Background: an optimization exercise with open tools, aiming at small area, a short achievable clock period and few clock cycles per item. Do not read the settings as production practice.
The RTL was checked by simulation tests, not by an equivalence proof against the original design.
No activity file was given, so power comes from the tool's default toggle rates.

run A:
Design bce_mean_loss, start of the top module:
module bce_mean_loss #(
  parameter int MAX_ELEMENTS = 4096
) (
  input  wire logic        clk,
  input  wire logic        rst_n,
  input  wire logic        in_valid,
  output logic             in_ready,
  input  wire logic [16:0] in_prediction,
  input  wire logic [16:0] in_target,
  input  wire logic        in_last_element,
  output logic             out_valid,
  input  wire logic        out_ready,
  output logic [31:0]      out_mean_loss,
  output logic [12:0]      out_element_count,
  input  wire logic        cfg_psel,
  input  wire logic        cfg_penable,
  input  wire logic        cfg_pwrite,
  input  wire logic [2:0]  cfg_paddr,
  input  wire logic [31:0] cfg_pwdata,
  output logic [31:0]      cfg_prdata,
  output logic             cfg_pready
);
  logic        mode_r;
  logic [12:0] rowlen_r;
  logic [12:0] rdata_r;
  assign cfg_pready = 1'b1;
  always_ff @(posedge clk) begin
    if (!rst_n) begin
      mode_r <= 1'b0; rowlen_r <= 13'd1;
    end else if (cfg_psel && cfg_penable && cfg_pwrite) begin
      if (!cfg_paddr[2]) mode_r <= cfg_pwdata[0];
      else rowlen_r <= cfg_pwdata[12:0];
    end
  end
  always_ff @(posedge clk) begin
    if (!rst_n) rdata_r <= cfg_paddr[2] ? 13'd1 : 13'd0;
    else rdata_r <= cfg_paddr[2] ? rowlen_r : {12'd0, mode_r};
  end
  assign cfg_prdata = {19'd0, rdata_r};
  logic [1:0] open_r;
  logic       rdy_r, in_fire, end_fire, out_fire;
  logic [1:0] open_nx;
  assign in_ready = rdy_r;
  assign in_fire  = in_valid && rdy_r;
  assign end_fire = in_fire && in_last_element;
  assign out_fire = out_valid && out_ready;
  assign open_nx  = open_r + 2'(end_fire) - 2'(out_fire);
  always_ff @(posedge clk) begin
    if (!rst_n) begin
      open_r <= 2'd0; rdy_r <= 1'b1;
    end else begin
      open_r <= open_nx; rdy_r <= open_nx != 2'd3;
    end
  end
  logic        fr_valid, fr_last;
  logic [35:0] fr_xa, fr_xb;
  bce_front u_front (.clk, .rst_n, .in_fire,
    .prediction(in_prediction), .target(in_target), .last_element(in_last_element),
    .fr_valid, .fr_last, .fr_xa, .fr_xb);
  ...
Size in the first run: roughly 5600 cells after synthesis, ~790 flip-flops, about 160 I/O pins.
clock: 13.0 ns
lec_check: 0
cap_margin: 20
core_margin: 2
core_utilization: 40
slew_margin: 20
standard.sh (not shown) runs the stock make flow with config.mk's settings and CLKGATE_MAP_FILE= SYNTH_SCRIPT=/design/flow/synth_recipe.tcl, a recipe that flattens the netlist after the stock synthesis.
==> flow/flow/run.sh <==
#!/bin/bash
# Standard layout, with timing repair asked to leave 8.5 ns of setup slack at
# the design's clock period (the constraints themselves are unchanged).
set -o pipefail
export SETUP_SLACK_MARGIN=8.5
bash standard.sh > standard.log 2>&1
Testbench counts of run A, summed over its fixed seeds: cycles 16,460, items 16,000.
[inputs] run B vs run A
==> flow/flow/run.sh <==
#!/bin/bash
# Standard layout, with timing repair asked to leave 9.3 ns of setup slack at
# the design's clock period (the constraints themselves are unchanged).
set -o pipefail
export SETUP_SLACK_MARGIN=9.3
bash standard.sh > standard.log 2>&1
==> results.txt <==
Final count of pins violating max slew across run A and run B: no real change.
Run B -> run A: placement-stage cell area flat
Run A → run B: layout net count has increased, global-route track usage on met1 went up 0.77 points.
Summary of run B over run A: core utilization shows an increase of 1.8 points, largest incremental delay on the critical path shows a reduction of 100 ps.
Share of the clock period used by the worst path is higher on run A
Of run A and run B, the higher proportion of cell area occupied by registers belongs to run A.
What run C does differently from run B at the input level:
# run B
export LEC_CHECK = 0
export CAP_MARGIN = 20
export CORE_MARGIN = 2
export CORE_UTILIZATION = 40
export SLEW_MARGIN = 20
create_clock -name core_clock -period 13.0 [get_ports {clk}]
# run C
export LEC_CHECK = 0
export CAP_MARGIN = 20
export CORE_MARGIN = 2
export CORE_UTILIZATION = 40
export CTS_BUF_LIST = sky130_fd_sc_hd__clkbuf_8
export SLEW_MARGIN = 20
create_clock -name core_clock -period 13.0 [get_ports {clk}]
==> flow/flow/run.sh <==
#!/bin/bash
# Standard layout, with timing repair asked to leave 9 ns of setup slack at
# the design's clock period (the constraints themselves are unchanged).
set -o pipefail
export SETUP_SLACK_MARGIN=9
bash standard.sh > standard.log 2>&1
==> results.txt <==
Run C did not stop at any stage, and its layout met the timing, design-rule and antenna checks. Run B → run C: synthesis-to-layout area growth shows a reduction of 3.3 points, clock share of power shows an increase of 0.2 points. Compared with run B, run C shows a peak supply drop that is about 25% lower. Compared run C against run B; cell count after placement within noise. Final critical-path required period, run B and run C: higher on run C. Final standard cell area without fillers (run C over run B): decrease, 1800 sq um. Lower non-clock buffer contribution to total cell area goes to run C over run B. Final instance count without filler cells across run B and run C: no real change.
Input-level comparison between run D and run C:
# run C
export LEC_CHECK = 0
export CAP_MARGIN = 20
export CORE_MARGIN = 2
export CORE_UTILIZATION = 40
export CTS_BUF_LIST = sky130_fd_sc_hd__clkbuf_8
export SLEW_MARGIN = 20
create_clock -name core_clock -period 13.0 [get_ports {clk}]
# run D
export LEC_CHECK = 0
export CAP_MARGIN = 20
export CORE_MARGIN = 2
export CORE_UTILIZATION = 40
export SLEW_MARGIN = 20
create_clock -name core_clock -period 13.0 [get_ports {clk}]
==> results.txt <==
Run D reached the end of the flow, and the finished layout is clean on the timing, design-rule and antenna checks.
On hold slack: between run D and run C, it ends up lower for run C.
Run comparison: run D timing startpoint of the critical path out_ready; run C timing startpoint of the critical path u_back.dq_r[21]$_DFFE_PN_
The fraction of met1 tracks used by global routing reported for run D is greater than that of run C by 0.21 points.
Measured against each other, run D and run C differ in post-cts sizing count, the higher figure coming from run C.
Compared with run C, in run D proportion of cell area occupied by registers saw little to no change; global-route usage saw little to no change; fmax saw an increase.
Routed wire length essentially unchanged between run C and run D.
The following lists how run E was set up differently from run D:
# run D
export LEC_CHECK = 0
export CAP_MARGIN = 20
export CORE_MARGIN = 2
export CORE_UTILIZATION = 40
export SLEW_MARGIN = 20
create_clock -name core_clock -period 13.0 [get_ports {clk}]
# run E
export LEC_CHECK = 0
export CAP_MARGIN = 20
export CORE_MARGIN = 2
export CORE_UTILIZATION = 65
export PLACE_DENSITY = 0.78
export SLEW_MARGIN = 20
create_clock -name core_clock -period 13.0 [get_ports {clk}]
--- outcome ---
- Run E vs. run D: overall power after layout shrank by 1.1%, critical path depth lost 1, worst setup slack for register-to-register paths rose 30 ps, met2 track demand over resource went up 19 points, power density over cell area now sits higher.
- Looking at count of cells along the worst register-to-register path across run D and run E, the one that comes out lower is run D.
- The area growth from synthesis to layout of run E falls short of that of run D by 2.0 points.
- Looking at global-route usage, run E sits above run D.
- [run E] count of clock-net buffers in the final layout fell 15 relative to run D
- Taking run D as the reference point, the net switching share of the total power of run E rises by 0.23 points.
- The global routing met3 resource utilization in run E sits 2.0 points above the value recorded for run D.

-- port drivers added, routing unchanged --
No port has a modelled driver above. Below, the same layouts with a new extraction and two added sets of constraints.
Step 1 sets driving cells, clkbuf_16 on the clock port and buf_2 on the other inputs (assumed; they add their load-dependent delay and slew).
Step 2, shift: input delay + t, output delay - t, t = (earliest + latest rising clock arrival at the registers) / 2. This alone moves slack from input paths to output paths.
Three values: ideal, step 1, step 2; two values: the first two.
| run | t, ns | slack for setup (ns) | worst hold slack (ns) | worst slew at a driven data input, ns |
|---|---|---|---|---|
| run A | 0.779 | 8.627 / 8.555 / 7.917 | 0.323 / 0.323 / 0.323 | 0.05 |
| run B | 0.770 | 8.989 / 8.913 / 8.606 | 0.298 / 0.298 / 0.298 | 0.06 |
| run C | 0.914 | 8.878 / 8.810 / 8.126 | 0.286 / 0.286 / 0.286 | 0.06 |
| run D | 0.780 | 9.007 / 8.945 / 8.273 | 0.315 / 0.315 / 0.315 | 0.05 |
| run E | 0.712 | 8.997 / 8.964 / 8.326 | 0.310 / 0.310 / 0.310 | 0.05 |
After both steps every run listed still meets setup and hold. For run C, which loses most, drivers alone change the setup slack by -0.068 ns; drivers and shift together by -0.752 ns.
